Source: an optimization exercise on an open RTL-to-GDS flow (aim: small area and a short achievable clock period). Production flows keep margins and buffers that such runs may drop.
The RTL was checked by simulation tests, not by an equivalence proof against the original design.
The clock port is modelled as an ideal driver; clocking choices that lean on that would not hold on a real chip.

==> flow/design.v, too long to show whole: its modules and the start of the top module <==
// module mac_top: 1528 lines
module mac_top #(
   parameter int A_WIDTH = 18,
   parameter int B_WIDTH = 18,
   parameter int P_WIDTH = 48
) (
   input  logic                      clk,
   input  logic                      rst_n,
   input  logic signed [A_WIDTH-1:0] data_a,
   input  logic signed [B_WIDTH-1:0] data_b,
   input  mac_pkg::mac_op_e          op,
   input  logic                      activate_mac,
   output logic signed [P_WIDTH-1:0] data_p,
   output logic                      p_valid
);
  // ...
==> flow/flow/run.sh <==
#!/bin/bash
# The standard layout, with these changes in how it is made:
# - Yosys's synth runs without its early ABC pass (-noabc), so the full
#   adders it extracts keep their polarity (no inverters between them);
# - the port buffers are the smallest buffer (buf_1) instead of the
#   default clkdlybuf4s50_1; every port is still buffered;
# - after CTS, flow/pq_clock_delay.tcl puts delay chains in front of the
#   result register's clock (useful skew for the register-to-register
#   multiply-add paths);
# - only the setup repair after global routing, the first that sees that
#   skew, is given a setup margin (flow/grt_margin.tcl).
export SYNTH_ARGS="-noabc"
export BUFFER_PORTS_ARGS="-buffer_cell sky130_fd_sc_hd__buf_1"
export POST_CTS_TCL="$PWD/flow/pq_clock_delay.tcl"
export PQ_DLY_CELLS="sky130_fd_sc_hd__clkdlybuf4s50_1 sky130_fd_sc_hd__clkdlybuf4s50_1 sky130_fd_sc_hd__clkdlybuf4s50_1"
export PQ_SKIP_BITS=8
export PQ_BUF_CELL=sky130_fd_sc_hd__clkbuf_8
export PRE_GLOBAL_ROUTE_TCL="$PWD/flow/grt_margin.tcl"
bash standard.sh > standard.log 2>&1
==> flow/flow/grt_margin.tcl <==
# Pre-global-route hook: the setup repair after global routing aims at
# 5.35 ns of slack. It is the first repair that sees the
# result register's delayed clock, so it is the only one given a margin.
set ::env(SETUP_SLACK_MARGIN) 5.35
==> flow/flow/pq_clock_delay.tcl <==
# Post-CTS hook: the result register p_q gets its clock through a short
# delay chain below each clock-tree leaf that drives it, so its clock
# arrives later than the operand registers'. This is useful skew for the
# operand -> result paths (the long multiply-add paths); the result
# register's own feedback path sees about the same delay at both ends.
# The low bits (below PQ_SKIP_BITS) keep the undelayed clock.
# The later repair steps (global route) see and repair the new timing.
set block [ord::get_db_block]
set db [ord::get_db]
set chain {}
foreach c $::env(PQ_DLY_CELLS) { lappend chain [$db findMaster $c] }
lappend chain [$db findMaster $::env(PQ_BUF_CELL)]
set groups [dict create]
set n 0
foreach inst [$block getInsts] {
  if {[regexp {^p_q\\?\[([0-9]+)} [$inst getName]] && [string match sky130_fd_sc_hd__df* [[$inst getMaster] getName]]} {
    incr n
    regexp {^p_q\\?\[([0-9]+)} [$inst getName] -> bit
    # the low result bits have short paths and ample setup slack: no delay
    if {$bit < $::env(PQ_SKIP_BITS)} { continue }
    set net [[$inst findITerm CLK] getNet]
    dict lappend groups [$net getName] $inst
  }
}
if {$n != 48} { error "pq_clock_delay: expected 48 result flops, found $n" }
set g 0
dict for {netname flops} $groups {
  set net [$block findNet $netname]
  set sx 0; set sy 0
  foreach f $flops {
    set bb [$f getBBox]
    set sx [expr {$sx + [$bb xMin]}]; set sy [expr {$sy + [$bb yMin]}]
  }
  set cx [expr {int($sx / [llength $flops])}]
  set cy [expr {int($sy / [llength $flops])}]
  set prev $net
  set k 0
  foreach m $chain {
    set inst [odb::dbInst_create $block $m "pq_clkdly_${g}_$k"]
    set out [odb::dbNet_create $block "pq_clk_${g}_$k"]
    $out setSigType CLOCK
    [$inst findITerm A] connect $prev
    [$inst findITerm X] connect $out
    $inst setLocation $cx $cy
    $inst setPlacementStatus PLACED
    set prev $out
    incr k
  }
  foreach f $flops {
    set it [$f findITerm CLK]
    $it disconnect
    $it connect $prev
  }
  puts "pq_clock_delay: group $g under $netname: [llength $flops] flops"
  incr g
}
global_connect
detailed_placement
check_placement -verbose
estimate_parasitics -placement
report_clock_skew
==> flow/standard.sh <==
#!/bin/bash
# synth_recipe.tcl (not shown) runs the flow's synth.tcl, then flattens the netlist and writes it again
# the make line also repeats each setting of config.mk as NAME=value (left out here)
make -C /OpenROAD-flow-scripts/flow DESIGN_CONFIG=/design/flow/config.mk WORK_HOME=/design/flow/orfs CLKGATE_MAP_FILE= SYNTH_SCRIPT=/design/flow/synth_recipe.tcl "${@:-finish}"
==> flow/config.mk <==
export PLATFORM = sky130hd
export DESIGN_NAME = mac_top
export DESIGN_NICKNAME = mac_top
export VERILOG_FILES = /design/flow/design.v
export SDC_FILE = /design/flow/constraint.sdc
export NUM_CORES = 4
export LEC_CHECK = 0
export ABC_AREA = 1
export CAP_MARGIN = 20
export CORE_MARGIN = 2
export CORE_UTILIZATION = 40
export CTS_BUF_LIST = sky130_fd_sc_hd__clkbuf_4 sky130_fd_sc_hd__clkbuf_8
export HOLD_SLACK_MARGIN = 0.1
export SLEW_MARGIN = 20
==> flow/constraint.sdc <==
create_clock -name core_clock -period 10.0 [get_ports {clk}]
set_input_delay 2.0000 -clock core_clock [delete_from_list [all_inputs] [get_ports {clk}]]
set_output_delay 2.0000 -clock core_clock [all_outputs]
set_load 0.01 [all_outputs]
==> results.json, run 1 <==
{
  "place_inst": 1633,
  "cp_max_fo": 2,
  "synth_edf_count": 0,
  "initial_core_util_pct": 40.80,
  "pre_cts_ws_ns": 4.124,
  "ys_ff_latch": 97,
  "met3_usage_pct": 3.430,
  "netlist.area_leader.share_pct": 28.01,
  "route.met2.wl_um": 14240,
  "status": "no timing/DRC/antenna violations",
  "largest_reg_flops": 48,
  "seq_share_pct": 18.61,
  "final_common_cell": "xor2_1",
  "gp_routability_congestion": 0.8860,
  "cp.depth": 1,
  "multi_input_cells": 876,
  "track_usage_pct": 19.76,
  "met3_length_um": 1331,
  "synth-xor-area-share_pct": 15.03,
  "dpl.hpwl_um": 22010,
  "num-nonclk-inverters": 188,
  "final_nets": 1567,
  "placed_cell_area_um2": 11980,
  "period_share_pct": 45.43
}
==> run 2: changes to the inputs <==
--- a/flow/design.v
+++ b/flow/design.v
@@ -809,56 +809,56 @@
    assign s174 = pp2 ^ pg[1] ^ c173;
    assign c175 = (pp2 & pg[1]) | (pp2 & c173) | (pg[1] & c173);
    assign s176 = neg_q[1] ^ pp3 ^ pp20;
    assign c177 = (neg_q[1] & pp3) | (neg_q[1] & pp20) | (pp3 & pp20);
    assign s178 = pg[2] ^ s176 ^ c175;
    assign c179 = (pg[2] & s176) | (pg[2] & c175) | (s176 & c175);
    assign s180 = pp4 ^ pp21 ^ c177;
    assign c181 = (pp4 & pp21) | (pp4 & c177) | (pp21 & c177);
-   assign s182 = pg[3] ^ s180 ^ c179;
-   assign c183 = (pg[3] & s180) | (pg[3] & c179) | (s180 & c179);
+   assign s182 = pg[3] ^ s180;
+   assign c183 = pg[3] & s180;
    assign s184 = neg_q[2] ^ pp5 ^ pp22;
    assign c185 = (neg_q[2] & pp5) | (neg_q[2] & pp22) | (pp5 & pp22);
    assign s186 = pp39 ^ pg[4] ^ s184;
    assign c187 = (pp39 & pg[4]) | (pp39 & s184) | (pg[4] & s184);
-   assign s188 = c181 ^ s186;
-   assign c189 = c181 & s186;
+   assign s188 = c181 ^ s186 ^ c183;
+   assign c189 = (c181 & s186) | (c181 & c183) | (s186 & c183);
    assign s190 = pp6 ^ pp23 ^ pp40;
    assign c191 = (pp6 & pp23) | (pp6 & pp40) | (pp23 & pp40);
    assign s192 = c185 ^ pg[5] ^ s190;
    assign c193 = (c185 & pg[5]) | (c185 & s190) | (pg[5] & s190);
    assign s194 = c187 ^ s192 ^ c189;
    assign c195 = (c187 & s192) | (c187 & c189) | (s192 & c189);
    assign s196 = neg_q[3] ^ pp7 ^ pp24;
    assign c197 = (neg_q[3] & pp7) | (neg_q[3] & pp24) | (pp7 & pp24);
    assign s198 = pp41 ^ pp58 ^ c191;
    assign c199 = (pp41 & pp58) | (pp41 & c191) | (pp58 & c191);
    assign s200 = pg[6] ^ s196 ^ c193;
    assign c201 = (pg[6] & s196) | (pg[6] & c193) | (s196 & c193);
-   assign s202 = s198 ^ s200 ^ c195;
-   assign c203 = (s198 & s200) | (s198 & c195) | (s200 & c195);
+   assign s202 = s198 ^ s200;
+   assign c203 = s198 & s200;
    assign s204 = pp8 ^ pp25 ^ pp42;
    assign c205 = (pp8 & pp25) | (pp8 & pp42) | (pp25 & pp42);
    assign s206 = pp59 ^ c197 ^ pg[7];
    assign c207 = (pp59 & c197) | (pp59 & pg[7]) | (c197 & pg[7]);
    assign s208 = s204 ^ c199 ^ s206;
    assign c209 = (s204 & c199) | (s204 & s206) | (c199 & s206);
-   assign s210 = c201 ^ s208;
-   assign c211 = c201 & s208;
+   assign s210 = c201 ^ s208 ^ c203;
+   assign c211 = (c201 & s208) | (c201 & c203) | (s208 & c203);
    assign s212 = neg_q[4] ^ pp9 ^ pp26;
    assign c213 = (neg_q[4] & pp9) | (neg_q[4] & pp26) | (pp9 & pp26);
    assign s214 = pp43 ^ pp60 ^ pp77;
    assign c215 = (pp43 & pp60) | (pp43 & pp77) | (pp60 & pp77);
    assign s216 = c205 ^ pg[8] ^ s212;
    assign c217 = (c205 & pg[8]) | (c205 & s212) | (pg[8] & s212);
    assign s218 = s214 ^ c207 ^ s216;
    assign c219 = (s214 & c207) | (s214 & s216) | (c207 & s216);
-   assign s220 = c209 ^ s218 ^ c211;
-   assign c221 = (c209 & s218) | (c209 & c211) | (s218 & c211);
+   assign s220 = c209 ^ s218;
+   assign c221 = c209 & s218;
    assign s222 = pp10 ^ pp27 ^ pp44;
    assign c223 = (pp10 & pp27) | (pp10 & pp44) | (pp27 & pp44);
    assign s224 = pp61 ^ pp78 ^ c213;
    assign c225 = (pp61 & pp78) | (pp61 & c213) | (pp78 & c213);
    assign s226 = c215 ^ pg[9] ^ s222;
    assign c227 = (c215 & pg[9]) | (c215 & s222) | (pg[9] & s222);
    assign s228 = c217 ^ s224 ^ s226;
    assign c229 = (c217 & s224) | (c217 & s226) | (s224 & s226);
@@ -869,18 +869,18 @@
    assign s234 = pp45 ^ pp62 ^ pp79;
    assign c235 = (pp45 & pp62) | (pp45 & pp79) | (pp62 & pp79);
    assign s236 = pp96 ^ c223 ^ pg[10];
    assign c237 = (pp96 & c223) | (pp96 & pg[10]) | (c223 & pg[10]);
    assign s238 = s232 ^ s234 ^ c225;
    assign c239 = (s232 & s234) | (s232 & c225) | (s234 & c225);
    assign s240 = c227 ^ s236 ^ s238;
    assign c241 = (c227 & s236) | (c227 & s238) | (s236 & s238);
-   assign s242 = c229 ^ c231 ^ s240;
-   assign c243 = (c229 & c231) | (c229 & s240) | (c231 & s240);
+   assign s242 = c229 ^ c231;
+   assign c243 = c229 & c231;
    assign s244 = pp12 ^ pp29 ^ pp46;
    assign c245 = (pp12 & pp29) | (pp12 & pp46) | (pp29 & pp46);
    assign s246 = pp63 ^ pp80 ^ pp97;
    assign c247 = (pp63 & pp80) | (pp63 & pp97) | (pp80 & pp97);
    assign s248 = c233 ^ c235 ^ pg[11];
    assign c249 = (c233 & c235) | (c233 & pg[11]) | (c235 & pg[11]);
    assign s250 = s244 ^ s246 ^ c237;
    assign c251 = (s244 & s246) | (s244 & c237) | (s246 & c237);
@@ -1145,401 +1145,437 @@
    assign s510 = c501 ^ pg[30] ^ s508;
    assign c511 = (c501 & pg[30]) | (c501 & s508) | (pg[30] & s508);
    assign s512 = c503 ^ s510 ^ c505;
    assign c513 = (c503 & s510) | (c503 & c505) | (s510 & c505);
    assign s514 = 1'b1 ^ pp151 ^ pp168;
    assign c515 = (1'b1 & pp151) | (1'b1 & pp168) | (pp151 & pp168);
    assign s516 = c509 ^ pg[31] ^ s514;
    assign c517 = (c509 & pg[31]) | (c509 & s514) | (pg[31] & s514);
-   assign s518 = c511 ^ s516 ^ c513;
-   assign c519 = (c511 & s516) | (c511 & c513) | (s516 & c513);
+   assign s518 = c511 ^ s516;
+   assign c519 = c511 & s516;
    assign s520 = pp152 ^ pp169 ^ c515;
    assign c521 = (pp152 & pp169) | (pp152 & c515) | (pp169 & c515);
    assign s522 = pg[32] ^ c517 ^ s520;
    assign c523 = (pg[32] & c517) | (pg[32] & s520) | (c517 & s520);
    assign s524 = 1'b1 ^ pp170 ^ pg[33];
    assign c525 = (1'b1 & pp170) | (1'b1 & pg[33]) | (pp170 & pg[33]);
    assign s526 = c521 ^ s524 ^ c523;
    assign c527 = (c521 & s524) | (c521 & c523) | (s524 & c523);
    assign s528 = pp171 ^ pg[34] ^ c525;
    assign c529 = (pp171 & pg[34]) | (pp171 & c525) | (pg[34] & c525);
    assign s530 = 1'b1 ^ pg[35] ^ c529;
    assign c531 = (1'b1 & pg[35]) | (1'b1 & c529) | (pg[35] & c529);
-   assign s532 = 1'b1 ^ pg[36] ^ c531;
-   assign c533 = (1'b1 & pg[36]) | (1'b1 & c531) | (pg[36] & c531);
-   assign s534 = 1'b1 ^ pg[37];
-   assign c535 = 1'b1 & pg[37];
+   assign s532 = 1'b1 ^ pg[36];
+   assign c533 = 1'b1 & pg[36];
+   assign s534 = 1'b1 ^ pg[37] ^ c533;
+   assign c535 = (1'b1 & pg[37]) | (1'b1 & c533) | (pg[37] & c533);
    assign s536 = 1'b1 ^ pg[38] ^ c535;
    assign c537 = (1'b1 & pg[38]) | (1'b1 & c535) | (pg[38] & c535);
    assign s538 = 1'b1 ^ pg[39] ^ c537;
    assign c539 = (1'b1 & pg[39]) | (1'b1 & c537) | (pg[39] & c537);
-   assign s540 = 1'b1 ^ pg[40] ^ c539;
-   assign c541 = (1'b1 & pg[40]) | (1'b1 & c539) | (pg[40] & c539);
+   assign s540 = 1'b1 ^ pg[40];
+   assign c541 = 1'b1 & pg[40];
    assign s542 = 1'b1 ^ pg[41] ^ c541;
    assign c543 = (1'b1 & pg[41]) | (1'b1 & c541) | (pg[41] & c541);
-   assign s544 = 1'b1 ^ pg[42];
-   assign c545 = 1'b1 & pg[42];
+   assign s544 = 1'b1 ^ pg[42] ^ c543;
+   assign c545 = (1'b1 & pg[42]) | (1'b1 & c543) | (pg[42] & c543);
    assign s546 = 1'b1 ^ pg[43] ^ c545;
    assign c547 = (1'b1 & pg[43]) | (1'b1 & c545) | (pg[43] & c545);
-   assign s548 = 1'b1 ^ pg[44] ^ c547;
-   assign c549 = (1'b1 & pg[44]) | (1'b1 & c547) | (pg[44] & c547);
+   assign s548 = 1'b1 ^ pg[44];
+   assign c549 = 1'b1 & pg[44];
    assign s550 = 1'b1 ^ pg[45] ^ c549;
    assign c551 = (1'b1 & pg[45]) | (1'b1 & c549) | (pg[45] & c549);
    assign s552 = 1'b1 ^ pg[46] ^ c551;
    assign c553 = (1'b1 & pg[46]) | (1'b1 & c551) | (pg[46] & c551);
-   assign s554 = 1'b1 ^ pg[47];
-   assign c555 = 1'b1 & pg[47];
-   assign rx = {c553, s552, s550, s548, s546, c543, s542, s540, s538, s536, c533, s532, s530, c527, s526, c519, s518, c507, c499, c491, c481, c471, c459, c447, c433, c419, c403, c387, c369, c351, c333, s330, c299, c283, c269, c255, c243, s242, c221, s220, c203, s202, s194, c183, s182, s178, s174, s172};
-   assign ry = {s554, 1'b0, 1'b0, 1'b0, 1'b0, s544, 1'b0, 1'b0, 1'b0, 1'b0, s534, 1'b0, 1'b0, s528, 1'b0, s522, 1'b0, s512, s506, s498, s490, s480, s470, s458, s446, s432, s418, s402, s386, s368, s350, s332, s314, s298, s282, s268, s254, 1'b0, s230, 1'b0, s210, 1'b0, 1'b0, s188, 1'b0, 1'b0, 1'b0, 1'b0};
+   assign s554 = 1'b1 ^ pg[47] ^ c553;
+   assign c555 = (1'b1 & pg[47]) | (1'b1 & c553) | (pg[47] & c553);
+   assign rx = {s554, s552, s550, c547, s546, s544, s542, c539, s538, s536, s534, c531, s530, c527, s526, c519, c513, c507, c499, c491, c481, c471, c459, c447, c433, c419, c403, c387, c369, c351, c333, s330, c299, c283, c269, c255, c243, s240, c221, c211, s210, c195, s194, s188, c179, s178, s174, s172};
+   assign ry = {1'b0, 1'b0, 1'b0, s548, 1'b0, 1'b0, 1'b0, s540, 1'b0, 1'b0, 1'b0, s532, 1'b0, s528, 1'b0, s522, s518, s512, s506, s498, s490, s480, s470, s458, s446, s432, s418, s402, s386, s368, s350, s332, s314, s298, s282, s268, s254, s242, s230, s220, 1'b0, s202, 1'b0, 1'b0, s182, 1'b0, 1'b0, 1'b0};
    logic [47:0] g0, p0;
    assign g0 = rx & ry;
    assign p0 = rx ^ ry;
    logic gg1;
    assign gg1 = g0[1] | (p0[1] & g0[0]);
    logic gg2;
    assign gg2 = g0[2] | (p0[2] & gg1);
    logic gg3;
    assign gg3 = g0[3] | (p0[3] & gg2);
    logic gg4;
    assign gg4 = g0[4] | (p0[4] & gg3);
    logic gg5;
-   assign gg5 = g0[5] | (p0[5] & gg4);
+   assign gg5 = g0[6] | (p0[6] & g0[5]);
+   logic kp5;
+   assign kp5 = p0[6] & p0[5];
    logic gg6;
-   assign gg6 = g0[6] | (p0[6] & gg5);
+   assign gg6 = g0[8] | (p0[8] & g0[7]);
+   logic kp6;
+   assign kp6 = p0[8] & p0[7];
    logic gg7;
-   assign gg7 = g0[7] | (p0[7] & gg6);
+   assign gg7 = g0[10] | (p0[10] & g0[9]);
+   logic kp7;
+   assign kp7 = p0[10] & p0[9];
    logic gg8;
-   assign gg8 = g0[8] | (p0[8] & gg7);
+   assign gg8 = g0[12] | (p0[12] & g0[11]);
+   logic kp8;
+   assign kp8 = p0[12] & p0[11];
    logic gg9;
-   assign gg9 = g0[10] | (p0[10] & g0[9]);
+   assign gg9 = g0[14] | (p0[14] & g0[13]);
    logic kp9;
-   assign kp9 = p0[10] & p0[9];
+   assign kp9 = p0[14] & p0[13];
    logic gg10;
-   assign gg10 = g0[12] | (p0[12] & g0[11]);
+   assign gg10 = g0[16] | (p0[16] & g0[15]);
    logic kp10;
-   assign kp10 = p0[12] & p0[11];
+   assign kp10 = p0[16] & p0[15];
    logic gg11;
-   assign gg11 = g0[14] | (p0[14] & g0[13]);
+   assign gg11 = g0[18] | (p0[18] & g0[17]);
    logic kp11;
-   assign kp11 = p0[14] & p0[13];
+   assign kp11 = p0[18] & p0[17];
    logic gg12;
-   assign gg12 = g0[16] | (p0[16] & g0[15]);
+   assign gg12 = g0[20] | (p0[20] & g0[19]);
    logic kp12;
-   assign kp12 = p0[16] & p0[15];
+   assign kp12 = p0[20] & p0[19];
    logic gg13;
-   assign gg13 = g0[18] | (p0[18] & g0[17]);
+   assign gg13 = g0[22] | (p0[22] & g0[21]);
    logic kp13;
-   assign kp13 = p0[18] & p0[17];
+   assign kp13 = p0[22] & p0[21];
    logic gg14;
-   assign gg14 = g0[20] | (p0[20] & g0[19]);
+   assign gg14 = g0[24] | (p0[24] & g0[23]);
    logic kp14;
-   assign kp14 = p0[20] & p0[19];
+   assign kp14 = p0[24] & p0[23];
    logic gg15;
-   assign gg15 = g0[22] | (p0[22] & g0[21]);
+   assign gg15 = g0[26] | (p0[26] & g0[25]);
    logic kp15;
-   assign kp15 = p0[22] & p0[21];
+   assign kp15 = p0[26] & p0[25];
    logic gg16;
-   assign gg16 = g0[24] | (p0[24] & g0[23]);
+   assign gg16 = g0[28] | (p0[28] & g0[27]);
    logic kp16;
-   assign kp16 = p0[24] & p0[23];
+   assign kp16 = p0[28] & p0[27];
    logic gg17;
-   assign gg17 = g0[26] | (p0[26] & g0[25]);
+   assign gg17 = g0[30] | (p0[30] & g0[29]);
    logic kp17;
-   assign kp17 = p0[26] & p0[25];
+   assign kp17 = p0[30] & p0[29];
    logic gg18;
-   assign gg18 = g0[28] | (p0[28] & g0[27]);
+   assign gg18 = g0[32] | (p0[32] & g0[31]);
    logic kp18;
-   assign kp18 = p0[28] & p0[27];
+   assign kp18 = p0[32] & p0[31];
    logic gg19;
-   assign gg19 = g0[30] | (p0[30] & g0[29]);
+   assign gg19 = g0[34] | (p0[34] & g0[33]);
    logic kp19;
-   assign kp19 = p0[30] & p0[29];
+   assign kp19 = p0[34] & p0[33];
    logic gg20;
-   assign gg20 = g0[32] | (p0[32] & g0[31]);
+   assign gg20 = g0[36] | (p0[36] & g0[35]);
    logic kp20;
-   assign kp20 = p0[32] & p0[31];
+   assign kp20 = p0[36] & p0[35];
    logic gg21;
-   assign gg21 = g0[34] | (p0[34] & g0[33]);
+   assign gg21 = g0[38] | (p0[38] & g0[37]);
    logic kp21;
-   assign kp21 = p0[34] & p0[33];
+   assign kp21 = p0[38] & p0[37];
    logic gg22;
-   assign gg22 = g0[36] | (p0[36] & g0[35]);
+   assign gg22 = g0[40] | (p0[40] & g0[39]);
    logic kp22;
-   assign kp22 = p0[36] & p0[35];
+   assign kp22 = p0[40] & p0[39];
    logic gg23;
-   assign gg23 = g0[38] | (p0[38] & g0[37]);
+   assign gg23 = g0[42] | (p0[42] & g0[41]);
    logic kp23;
-   assign kp23 = p0[38] & p0[37];
+   assign kp23 = p0[42] & p0[41];
    logic gg24;
-   assign gg24 = g0[40] | (p0[40] & g0[39]);
+   assign gg24 = g0[44] | (p0[44] & g0[43]);
    logic kp24;
-   assign kp24 = p0[40] & p0[39];
+   assign kp24 = p0[44] & p0[43];
    logic gg25;
-   assign gg25 = g0[42] | (p0[42] & g0[41]);
+   assign gg25 = g0[46] | (p0[46] & g0[45]);
    logic kp25;
-   assign kp25 = p0[42] & p0[41];
+   assign kp25 = p0[46] & p0[45];
    logic gg26;
-   assign gg26 = g0[44] | (p0[44] & g0[43]);
-   logic kp26;
-   assign kp26 = p0[44] & p0[43];
+   assign gg26 = g0[5] | (p0[5] & gg4);
    logic gg27;
-   assign gg27 = g0[46] | (p0[46] & g0[45]);
-   logic kp27;
-   assign kp27 = p0[46] & p0[45];
+   assign gg27 = gg5 | (kp5 & gg4);
    logic gg28;
-   assign gg28 = g0[9] | (p0[9] & gg8);
+   assign gg28 = g0[9] | (p0[9] & gg6);
+   logic kp28;
+   assign kp28 = p0[9] & kp6;
    logic gg29;
-   assign gg29 = gg9 | (kp9 & gg8);
+   assign gg29 = gg7 | (kp7 & gg6);
+   logic kp29;
+   assign kp29 = kp7 & kp6;
    logic gg30;
-   assign gg30 = g0[13] | (p0[13] & gg10);
+   assign gg30 = g0[13] | (p0[13] & gg8);
    logic kp30;
-   assign kp30 = p0[13] & kp10;
+   assign kp30 = p0[13] & kp8;
    logic gg31;
-   assign gg31 = gg11 | (kp11 & gg10);
+   assign gg31 = gg9 | (kp9 & gg8);
    logic kp31;
-   assign kp31 = kp11 & kp10;
+   assign kp31 = kp9 & kp8;
    logic gg32;
-   assign gg32 = g0[17] | (p0[17] & gg12);
+   assign gg32 = g0[17] | (p0[17] & gg10);
    logic kp32;
-   assign kp32 = p0[17] & kp12;
+   assign kp32 = p0[17] & kp10;
    logic gg33;
-   assign gg33 = gg13 | (kp13 & gg12);
+   assign gg33 = gg11 | (kp11 & gg10);
    logic kp33;
-   assign kp33 = kp13 & kp12;
+   assign kp33 = kp11 & kp10;
    logic gg34;
-   assign gg34 = g0[21] | (p0[21] & gg14);
+   assign gg34 = g0[21] | (p0[21] & gg12);
    logic kp34;
-   assign kp34 = p0[21] & kp14;
+   assign kp34 = p0[21] & kp12;
    logic gg35;
-   assign gg35 = gg15 | (kp15 & gg14);
+   assign gg35 = gg13 | (kp13 & gg12);
    logic kp35;
-   assign kp35 = kp15 & kp14;
+   assign kp35 = kp13 & kp12;
    logic gg36;
-   assign gg36 = g0[25] | (p0[25] & gg16);
+   assign gg36 = g0[25] | (p0[25] & gg14);
    logic kp36;
-   assign kp36 = p0[25] & kp16;
+   assign kp36 = p0[25] & kp14;
    logic gg37;
-   assign gg37 = gg17 | (kp17 & gg16);
+   assign gg37 = gg15 | (kp15 & gg14);
    logic kp37;
-   assign kp37 = kp17 & kp16;
+   assign kp37 = kp15 & kp14;
    logic gg38;
-   assign gg38 = g0[29] | (p0[29] & gg18);
+   assign gg38 = g0[29] | (p0[29] & gg16);
    logic kp38;
-   assign kp38 = p0[29] & kp18;
+   assign kp38 = p0[29] & kp16;
    logic gg39;
-   assign gg39 = gg19 | (kp19 & gg18);
+   assign gg39 = gg17 | (kp17 & gg16);
    logic kp39;
-   assign kp39 = kp19 & kp18;
+   assign kp39 = kp17 & kp16;
    logic gg40;
-   assign gg40 = g0[33] | (p0[33] & gg20);
+   assign gg40 = g0[33] | (p0[33] & gg18);
    logic kp40;
-   assign kp40 = p0[33] & kp20;
+   assign kp40 = p0[33] & kp18;
    logic gg41;
-   assign gg41 = gg21 | (kp21 & gg20);
+   assign gg41 = gg19 | (kp19 & gg18);
    logic kp41;
-   assign kp41 = kp21 & kp20;
+   assign kp41 = kp19 & kp18;
    logic gg42;
-   assign gg42 = g0[37] | (p0[37] & gg22);
+   assign gg42 = g0[37] | (p0[37] & gg20);
    logic kp42;
-   assign kp42 = p0[37] & kp22;
+   assign kp42 = p0[37] & kp20;
    logic gg43;
-   assign gg43 = gg23 | (kp23 & gg22);
+   assign gg43 = gg21 | (kp21 & gg20);
    logic kp43;
-   assign kp43 = kp23 & kp22;
+   assign kp43 = kp21 & kp20;
    logic gg44;
-   assign gg44 = g0[41] | (p0[41] & gg24);
+   assign gg44 = g0[41] | (p0[41] & gg22);
    logic kp44;
-   assign kp44 = p0[41] & kp24;
+   assign kp44 = p0[41] & kp22;
    logic gg45;
-   assign gg45 = gg25 | (kp25 & gg24);
+   assign gg45 = gg23 | (kp23 & gg22);
    logic kp45;
-   assign kp45 = kp25 & kp24;
+   assign kp45 = kp23 & kp22;
    logic gg46;
-   assign gg46 = g0[45] | (p0[45] & gg26);
+   assign gg46 = g0[45] | (p0[45] & gg24);
    logic kp46;
-   assign kp46 = p0[45] & kp26;
+   assign kp46 = p0[45] & kp24;
    logic gg47;
-   assign gg47 = gg27 | (kp27 & gg26);
+   assign gg47 = gg25 | (kp25 & gg24);
    logic kp47;
-   assign kp47 = kp27 & kp26;
+   assign kp47 = kp25 & kp24;
    logic gg48;
-   assign gg48 = g0[11] | (p0[11] & gg29);
+   assign gg48 = g0[7] | (p0[7] & gg27);
    logic gg49;
-   assign gg49 = gg10 | (kp10 & gg29);
+   assign gg49 = gg6 | (kp6 & gg27);
    logic gg50;
-   assign gg50 = gg30 | (kp30 & gg29);
+   assign gg50 = gg28 | (kp28 & gg27);
    logic gg51;
-   assign gg51 = gg31 | (kp31 & gg29);
+   assign gg51 = gg29 | (kp29 & gg27);
    logic gg52;
-   assign gg52 = g0[19] | (p0[19] & gg33);
+   assign gg52 = g0[15] | (p0[15] & gg31);
    logic kp52;
-   assign kp52 = p0[19] & kp33;
+   assign kp52 = p0[15] & kp31;
    logic gg53;
-   assign gg53 = gg14 | (kp14 & gg33);
+   assign gg53 = gg10 | (kp10 & gg31);
    logic kp53;
-   assign kp53 = kp14 & kp33;
+   assign kp53 = kp10 & kp31;
    logic gg54;
-   assign gg54 = gg34 | (kp34 & gg33);
+   assign gg54 = gg32 | (kp32 & gg31);
    logic kp54;
-   assign kp54 = kp34 & kp33;
+   assign kp54 = kp32 & kp31;
    logic gg55;
-   assign gg55 = gg35 | (kp35 & gg33);
+   assign gg55 = gg33 | (kp33 & gg31);
    logic kp55;
-   assign kp55 = kp35 & kp33;
+   assign kp55 = kp33 & kp31;
    logic gg56;
-   assign gg56 = g0[27] | (p0[27] & gg37);
+   assign gg56 = g0[23] | (p0[23] & gg35);
    logic kp56;
-   assign kp56 = p0[27] & kp37;
+   assign kp56 = p0[23] & kp35;
    logic gg57;
-   assign gg57 = gg18 | (kp18 & gg37);
+   assign gg57 = gg14 | (kp14 & gg35);
    logic kp57;
-   assign kp57 = kp18 & kp37;
+   assign kp57 = kp14 & kp35;
    logic gg58;
-   assign gg58 = gg38 | (kp38 & gg37);
+   assign gg58 = gg36 | (kp36 & gg35);
    logic kp58;
-   assign kp58 = kp38 & kp37;
+   assign kp58 = kp36 & kp35;
    logic gg59;
-   assign gg59 = gg39 | (kp39 & gg37);
+   assign gg59 = gg37 | (kp37 & gg35);
    logic kp59;
-   assign kp59 = kp39 & kp37;
+   assign kp59 = kp37 & kp35;
    logic gg60;
-   assign gg60 = g0[35] | (p0[35] & gg41);
+   assign gg60 = g0[31] | (p0[31] & gg39);
    logic kp60;
-   assign kp60 = p0[35] & kp41;
+   assign kp60 = p0[31] & kp39;
    logic gg61;
-   assign gg61 = gg22 | (kp22 & gg41);
+   assign gg61 = gg18 | (kp18 & gg39);
    logic kp61;
-   assign kp61 = kp22 & kp41;
+   assign kp61 = kp18 & kp39;
    logic gg62;
-   assign gg62 = gg42 | (kp42 & gg41);
+   assign gg62 = gg40 | (kp40 & gg39);
    logic kp62;
-   assign kp62 = kp42 & kp41;
+   assign kp62 = kp40 & kp39;
    logic gg63;
-   assign gg63 = gg43 | (kp43 & gg41);
+   assign gg63 = gg41 | (kp41 & gg39);
    logic kp63;
-   assign kp63 = kp43 & kp41;
+   assign kp63 = kp41 & kp39;
    logic gg64;
-   assign gg64 = g0[43] | (p0[43] & gg45);
+   assign gg64 = g0[39] | (p0[39] & gg43);
    logic kp64;
-   assign kp64 = p0[43] & kp45;
+   assign kp64 = p0[39] & kp43;
    logic gg65;
-   assign gg65 = gg26 | (kp26 & gg45);
+   assign gg65 = gg22 | (kp22 & gg43);
    logic kp65;
-   assign kp65 = kp26 & kp45;
+   assign kp65 = kp22 & kp43;
    logic gg66;
-   assign gg66 = gg46 | (kp46 & gg45);
+   assign gg66 = gg44 | (kp44 & gg43);
    logic kp66;
-   assign kp66 = kp46 & kp45;
+   assign kp66 = kp44 & kp43;
    logic gg67;
-   assign gg67 = gg47 | (kp47 & gg45);
+   assign gg67 = gg45 | (kp45 & gg43);
    logic kp67;
-   assign kp67 = kp47 & kp45;
+   assign kp67 = kp45 & kp43;
    logic gg68;
-   assign gg68 = g0[15] | (p0[15] & gg51);
+   assign gg68 = g0[47] | (p0[47] & gg47);
+   logic kp68;
+   assign kp68 = p0[47] & kp47;
    logic gg69;
-   assign gg69 = gg12 | (kp12 & gg51);
+   assign gg69 = g0[11] | (p0[11] & gg51);
    logic gg70;
-   assign gg70 = gg32 | (kp32 & gg51);
+   assign gg70 = gg8 | (kp8 & gg51);
    logic gg71;
-   assign gg71 = gg33 | (kp33 & gg51);
+   assign gg71 = gg30 | (kp30 & gg51);
    logic gg72;
-   assign gg72 = gg52 | (kp52 & gg51);
+   assign gg72 = gg31 | (kp31 & gg51);
    logic gg73;
-   assign gg73 = gg53 | (kp53 & gg51);
+   assign gg73 = gg52 | (kp52 & gg51);
    logic gg74;
-   assign gg74 = gg54 | (kp54 & gg51);
+   assign gg74 = gg53 | (kp53 & gg51);
    logic gg75;
-   assign gg75 = gg55 | (kp55 & gg51);
+   assign gg75 = gg54 | (kp54 & gg51);
    logic gg76;
-   assign gg76 = g0[31] | (p0[31] & gg59);
-   logic kp76;
-   assign kp76 = p0[31] & kp59;
+   assign gg76 = gg55 | (kp55 & gg51);
    logic gg77;
-   assign gg77 = gg20 | (kp20 & gg59);
+   assign gg77 = g0[27] | (p0[27] & gg59);
    logic kp77;
-   assign kp77 = kp20 & kp59;
+   assign kp77 = p0[27] & kp59;
    logic gg78;
-   assign gg78 = gg40 | (kp40 & gg59);
+   assign gg78 = gg16 | (kp16 & gg59);
    logic kp78;
-   assign kp78 = kp40 & kp59;
+   assign kp78 = kp16 & kp59;
    logic gg79;
-   assign gg79 = gg41 | (kp41 & gg59);
+   assign gg79 = gg38 | (kp38 & gg59);
    logic kp79;
-   assign kp79 = kp41 & kp59;
+   assign kp79 = kp38 & kp59;
    logic gg80;
-   assign gg80 = gg60 | (kp60 & gg59);
+   assign gg80 = gg39 | (kp39 & gg59);
    logic kp80;
-   assign kp80 = kp60 & kp59;
+   assign kp80 = kp39 & kp59;
    logic gg81;
-   assign gg81 = gg61 | (kp61 & gg59);
+   assign gg81 = gg60 | (kp60 & gg59);
    logic kp81;
-   assign kp81 = kp61 & kp59;
+   assign kp81 = kp60 & kp59;
    logic gg82;
-   assign gg82 = gg62 | (kp62 & gg59);
+   assign gg82 = gg61 | (kp61 & gg59);
    logic kp82;
-   assign kp82 = kp62 & kp59;
+   assign kp82 = kp61 & kp59;
    logic gg83;
-   assign gg83 = gg63 | (kp63 & gg59);
+   assign gg83 = gg62 | (kp62 & gg59);
    logic kp83;
-   assign kp83 = kp63 & kp59;
+   assign kp83 = kp62 & kp59;
    logic gg84;
-   assign gg84 = g0[47] | (p0[47] & gg67);
+   assign gg84 = gg63 | (kp63 & gg59);
    logic kp84;
-   assign kp84 = p0[47] & kp67;
+   assign kp84 = kp63 & kp59;
    logic gg85;
-   assign gg85 = g0[23] | (p0[23] & gg75);
+   assign gg85 = g0[43] | (p0[43] & gg67);
+   logic kp85;
+   assign kp85 = p0[43] & kp67;
    logic gg86;
-   assign gg86 = gg16 | (kp16 & gg75);
+   assign gg86 = gg24 | (kp24 & gg67);
+   logic kp86;
+   assign kp86 = kp24 & kp67;
    logic gg87;
-   assign gg87 = gg36 | (kp36 & gg75);
+   assign gg87 = gg46 | (kp46 & gg67);
+   logic kp87;
+   assign kp87 = kp46 & kp67;
    logic gg88;
-   assign gg88 = gg37 | (kp37 & gg75);
+   assign gg88 = gg47 | (kp47 & gg67);
+   logic kp88;
+   assign kp88 = kp47 & kp67;
    logic gg89;
-   assign gg89 = gg56 | (kp56 & gg75);
+   assign gg89 = gg68 | (kp68 & gg67);
+   logic kp89;
+   assign kp89 = kp68 & kp67;
    logic gg90;
-   assign gg90 = gg57 | (kp57 & gg75);
+   assign gg90 = g0[19] | (p0[19] & gg76);
    logic gg91;
-   assign gg91 = gg58 | (kp58 & gg75);
+   assign gg91 = gg12 | (kp12 & gg76);
    logic gg92;
-   assign gg92 = gg59 | (kp59 & gg75);
+   assign gg92 = gg34 | (kp34 & gg76);
    logic gg93;
-   assign gg93 = gg76 | (kp76 & gg75);
+   assign gg93 = gg35 | (kp35 & gg76);
    logic gg94;
-   assign gg94 = gg77 | (kp77 & gg75);
+   assign gg94 = gg56 | (kp56 & gg76);
    logic gg95;
-   assign gg95 = gg78 | (kp78 & gg75);
+   assign gg95 = gg57 | (kp57 & gg76);
    logic gg96;
-   assign gg96 = gg79 | (kp79 & gg75);
+   assign gg96 = gg58 | (kp58 & gg76);
    logic gg97;
-   assign gg97 = gg80 | (kp80 & gg75);
+   assign gg97 = gg59 | (kp59 & gg76);
    logic gg98;
-   assign gg98 = gg81 | (kp81 & gg75);
+   assign gg98 = gg77 | (kp77 & gg76);
    logic gg99;
-   assign gg99 = gg82 | (kp82 & gg75);
+   assign gg99 = gg78 | (kp78 & gg76);
    logic gg100;
-   assign gg100 = gg83 | (kp83 & gg75);
+   assign gg100 = gg79 | (kp79 & gg76);
    logic gg101;
-   assign gg101 = g0[39] | (p0[39] & gg100);
+   assign gg101 = gg80 | (kp80 & gg76);
    logic gg102;
-   assign gg102 = gg24 | (kp24 & gg100);
+   assign gg102 = gg81 | (kp81 & gg76);
    logic gg103;
-   assign gg103 = gg44 | (kp44 & gg100);
+   assign gg103 = gg82 | (kp82 & gg76);
    logic gg104;
-   assign gg104 = gg45 | (kp45 & gg100);
+   assign gg104 = gg83 | (kp83 & gg76);
    logic gg105;
-   assign gg105 = gg64 | (kp64 & gg100);
+   assign gg105 = gg84 | (kp84 & gg76);
    logic gg106;
-   assign gg106 = gg65 | (kp65 & gg100);
+   assign gg106 = g0[35] | (p0[35] & gg105);
    logic gg107;
-   assign gg107 = gg66 | (kp66 & gg100);
+   assign gg107 = gg20 | (kp20 & gg105);
    logic gg108;
-   assign gg108 = gg67 | (kp67 & gg100);
+   assign gg108 = gg42 | (kp42 & gg105);
    logic gg109;
-   assign gg109 = gg84 | (kp84 & gg100);
-   assign p_next = p0 ^ {gg108, gg107, gg106, gg105, gg104, gg103, gg102, gg101, gg100, gg99, gg98, gg97, gg96, gg95, gg94, gg93, gg92, gg91, gg90, gg89, gg88, gg87, gg86, gg85, gg75, gg74, gg73, gg72, gg71, gg70, gg69, gg68, gg51, gg50, gg49, gg48, gg29, gg28, gg8, gg7, gg6, gg5, gg4, gg3, gg2, gg1, g0[0], 1'b0};
+   assign gg109 = gg43 | (kp43 & gg105);
+   logic gg110;
+   assign gg110 = gg64 | (kp64 & gg105);
+   logic gg111;
+   assign gg111 = gg65 | (kp65 & gg105);
+   logic gg112;
+   assign gg112 = gg66 | (kp66 & gg105);
+   logic gg113;
+   assign gg113 = gg67 | (kp67 & gg105);
+   logic gg114;
+   assign gg114 = gg85 | (kp85 & gg105);
+   logic gg115;
+   assign gg115 = gg86 | (kp86 & gg105);
+   logic gg116;
+   assign gg116 = gg87 | (kp87 & gg105);
+   logic gg117;
+   assign gg117 = gg88 | (kp88 & gg105);
+   logic gg118;
+   assign gg118 = gg89 | (kp89 & gg105);
+   assign p_next = p0 ^ {gg117, gg116, gg115, gg114, gg113, gg112, gg111, gg110, gg109, gg108, gg107, gg106, gg105, gg104, gg103, gg102, gg101, gg100, gg99, gg98, gg97, gg96, gg95, gg94, gg93, gg92, gg91, gg90, gg76, gg75, gg74, gg73, gg72, gg71, gg70, gg69, gg51, gg50, gg49, gg48, gg27, gg26, gg4, gg3, gg2, gg1, g0[0], 1'b0};
    always_ff @(posedge clk or negedge rst_n) begin
       if (!rst_n) p_q <= '0;
       else        p_q <= p_next;
    end
    assign data_p  = p_q;
    assign p_valid = pv_q;
 endmodule
==> results.json, run 2 <==
{
  "cp-end-kind": "output port",
  "synthSimpleGateAreaFrac_pct": 10.05,
  "seq_area_frac_synth_pct": 20.29,
  "largest_reg_flops": 48,
  "drt-pass1-iter-count": 5,
  "synth.top_cells.by_count": "xor2_1 (194), nand2_1 (182), fa_1 (153), o22ai_1 (153), inv_1 (150)",
  "clock_sinks": 97,
  "period_share_pct": 45.89,
  "setup_viol": 0,
  "rsz0062_at_grt": "true",
  "synth-xor-area-share_pct": 15.24,
  "syn_avg_cell_area_um2": 9.064,
  "postLayoutCellArea_um2": 12780,
  "yosys.area.top_type": "fa_1",
  "route.detailed.drc": 0,
  "hold_viol_final": 0,
  "initial_core_util_pct": 40.37,
  "tns_ns": 0,
  "ys_warn_count": 1,
  "die_width_um": 173.5,
  "synth_top_family_by_area": "adder cells",
  "wl_per_cell_um": 17.02,
  "synth_edf_count": 0,
  "syn2layout_area_growth_pct": 11.16,
  "largest-register": "p_q",
  "n_antenna_cell": 0,
  "drive_above_1_share_pct": 4.415,
  "row_count": 62,
  "die_h_um": 173.5,
  "fin_crit_ns": 4.589,
  "async_reset_ff_share_pct": 80.41,
  "cp_data_arrival_time_ns": 2.59,
  "drtIter0Drc": 540,
  "final_common_cell": "xor2_1",
  "gp_routability_congestion": 0.9255,
  "crit_chain": "buf_1",
  "cp-start-kind": "flop",
  "cts_tree": "yes",
  "synth_area_um2": 11490,
  "synth_cell_types": 32,
  "core_area_um2": 28470,
  "worstPathRequired_ns": 8.00,
  "status": "no timing/DRC/antenna violations",
  "cp_top_family": "flip-flops",
  "reg.largest.list": "p_q (48), a_q (18)",
  "max_stage_delay_ns": 0.40,
  "ys_ff_latch": 97,
  "final_nets": 1623,
  "synth_most_common_cell": "xor2_1",
  "critPathSlowestCell": "dfrtp_1",
  "clk_pin_slew_ns": 0.11,
  "wl_um": 29670,
  "vias": 9033,
  "grt_pass1_wl_um": 49190,
  "syn-num-nets": 1537,
  "placed_cell_area_um2": 12100,
  "relSlewSlack_pct": 29.58,
  "first_global_vias": 9500,
  "cp_max_fo": 2,
  "clk_latency_ns": 2.02,
  "synth_top_cells_by_area": "fa_1 (27%), dfrtp_1 (17%), xor2_1 (15%), o22ai_1 (8.3%), ha_1 (8.2%)",
  "dpl.hpwl_um": 21940,
  "antenna_found_initial": 0,
  "worstSetupPathType": "reg -> out",
  "place_inst": 1685,
  "synthCells": 1268,
  "fin_worst_skew_ns": 1.649,
  "mostFrequentLayoutCells": "xor2_1 (194), nand2_1 (182), o22ai_1 (153), fa_1 (153), inv_1 (150)",
  "netlist.area_leader.share_pct": 26.65,
  "track_usage_pct": 20.49,
  "slew_violations": 0,
  "antenna_left": 0,
  "die_area_um2": 30110,
  "yosys.area_share.adder_pct": 34.81,
  "vias_per_cell": 5.182,
  "pin_count": 90,
  "fin_cells": 1743,
  "overflow": 0,
  "hold_path.class": "reg -> reg",
  "port_buffers": 89,
  "muxShareOfSynthArea_pct": 0,
  "max_freq_mhz": 217.9,
  "worst_pin_slew_ns": 1.056,
  "critPathBufInv": 1,
  "grt_start_max_net_pins": 57,
  "max-cap-violations": 0,
  "synth_ff_type": "dfrtp_1",
  "synth_compound_area_share_pct": 11.10
}
[run 2: kinds of logic after synthesis]
| group | count (synthesis) |
|---|---|
| and+or+nand+nor | 279 |
| buffers and inverters | 255 |
| xor gates and xnor gates | 200 |
| DFF | 97 |
| AOI/OAI and AO/OA | 209 |
| adders and majority gates | 228 |
[run 2: metal layers]
layer / up-vias / wire length (um) / GRT usage [%]
li1: 4250 / - / -
met1: 4476 / 12690 / 26.84
met2: 256 / 14390 / 33.52
met3: 51 / 1679 / 4.320
met4: 0 / 909 / 7.592
met5: - / 0 / 0
[run 2: path summary, 6_finish.rpt]
path | depth (start not counted) | start | slack (ns) | endpoint
setup / recovery | 1 | p_q[28] | 5.41 | data_p[28]
min in group asynchronous | 2 | rst_n | 0.48 | p_q[12]
setup reg to reg | 18 | p_q[14] | 5.59 | p_q[36]
max in group asynchronous | 3 | rst_n | 6.85 | neg_q[8]
hold reg to reg | 6 | one_q[5] | 0.06 | p_q[10]
hold / removal | 6 | one_q[5] | 0.06 | p_q[10]
[run 2: through the flow]
stage	worst slack (ns)	hold slack [ns]	util, %
global route	5.321	0.1236	44.88
floorplan	4.681	0.3312	-
finish	5.411	0.05980	44.88
detailed placement	3.961	0.3504	42.49
global placement	4.075	0.3338	42.49
[run 2: final cells by class, clock buffers not listed]
class	instances	area (um2)
tap	384	480.5
multi-input combinational	916	8197
timing repair buffer	111	554.3
clock inverter	6	85.08
sequential	97	2333
inverter	195	732.0
buffer	24	262.8
fill	2774	15690

==> port drivers added, routing unchanged <==
Ports are ideal in the flow. The routed layouts listed here were re-timed in OpenROAD.
Step 1 assumes that a clkbuf_16 drives the clock port and a buf_2 every other input.
Step 2, shift: input delay + t, output delay - t, t = (earliest + latest rising clock arrival at the registers) / 2. This alone moves slack from input paths to output paths.
a / b / c = ideal ports / drivers / drivers and shift; a / b = the first two.
| run | t, ns | slack for setup (ns) | latest minus earliest clock arrival (ns) |
|---|---|---|---|
| run 1 | 1.240 | 5.457 / 5.411 / 5.565 | 1.648 / 1.648 |
| run 2 | 1.245 | 5.411 / 5.362 / 5.586 | 1.649 / 1.650 |
In run 1 and run 2 the clock reaches the registers at very different times; t lies between them, and the last value is a rough guide only.
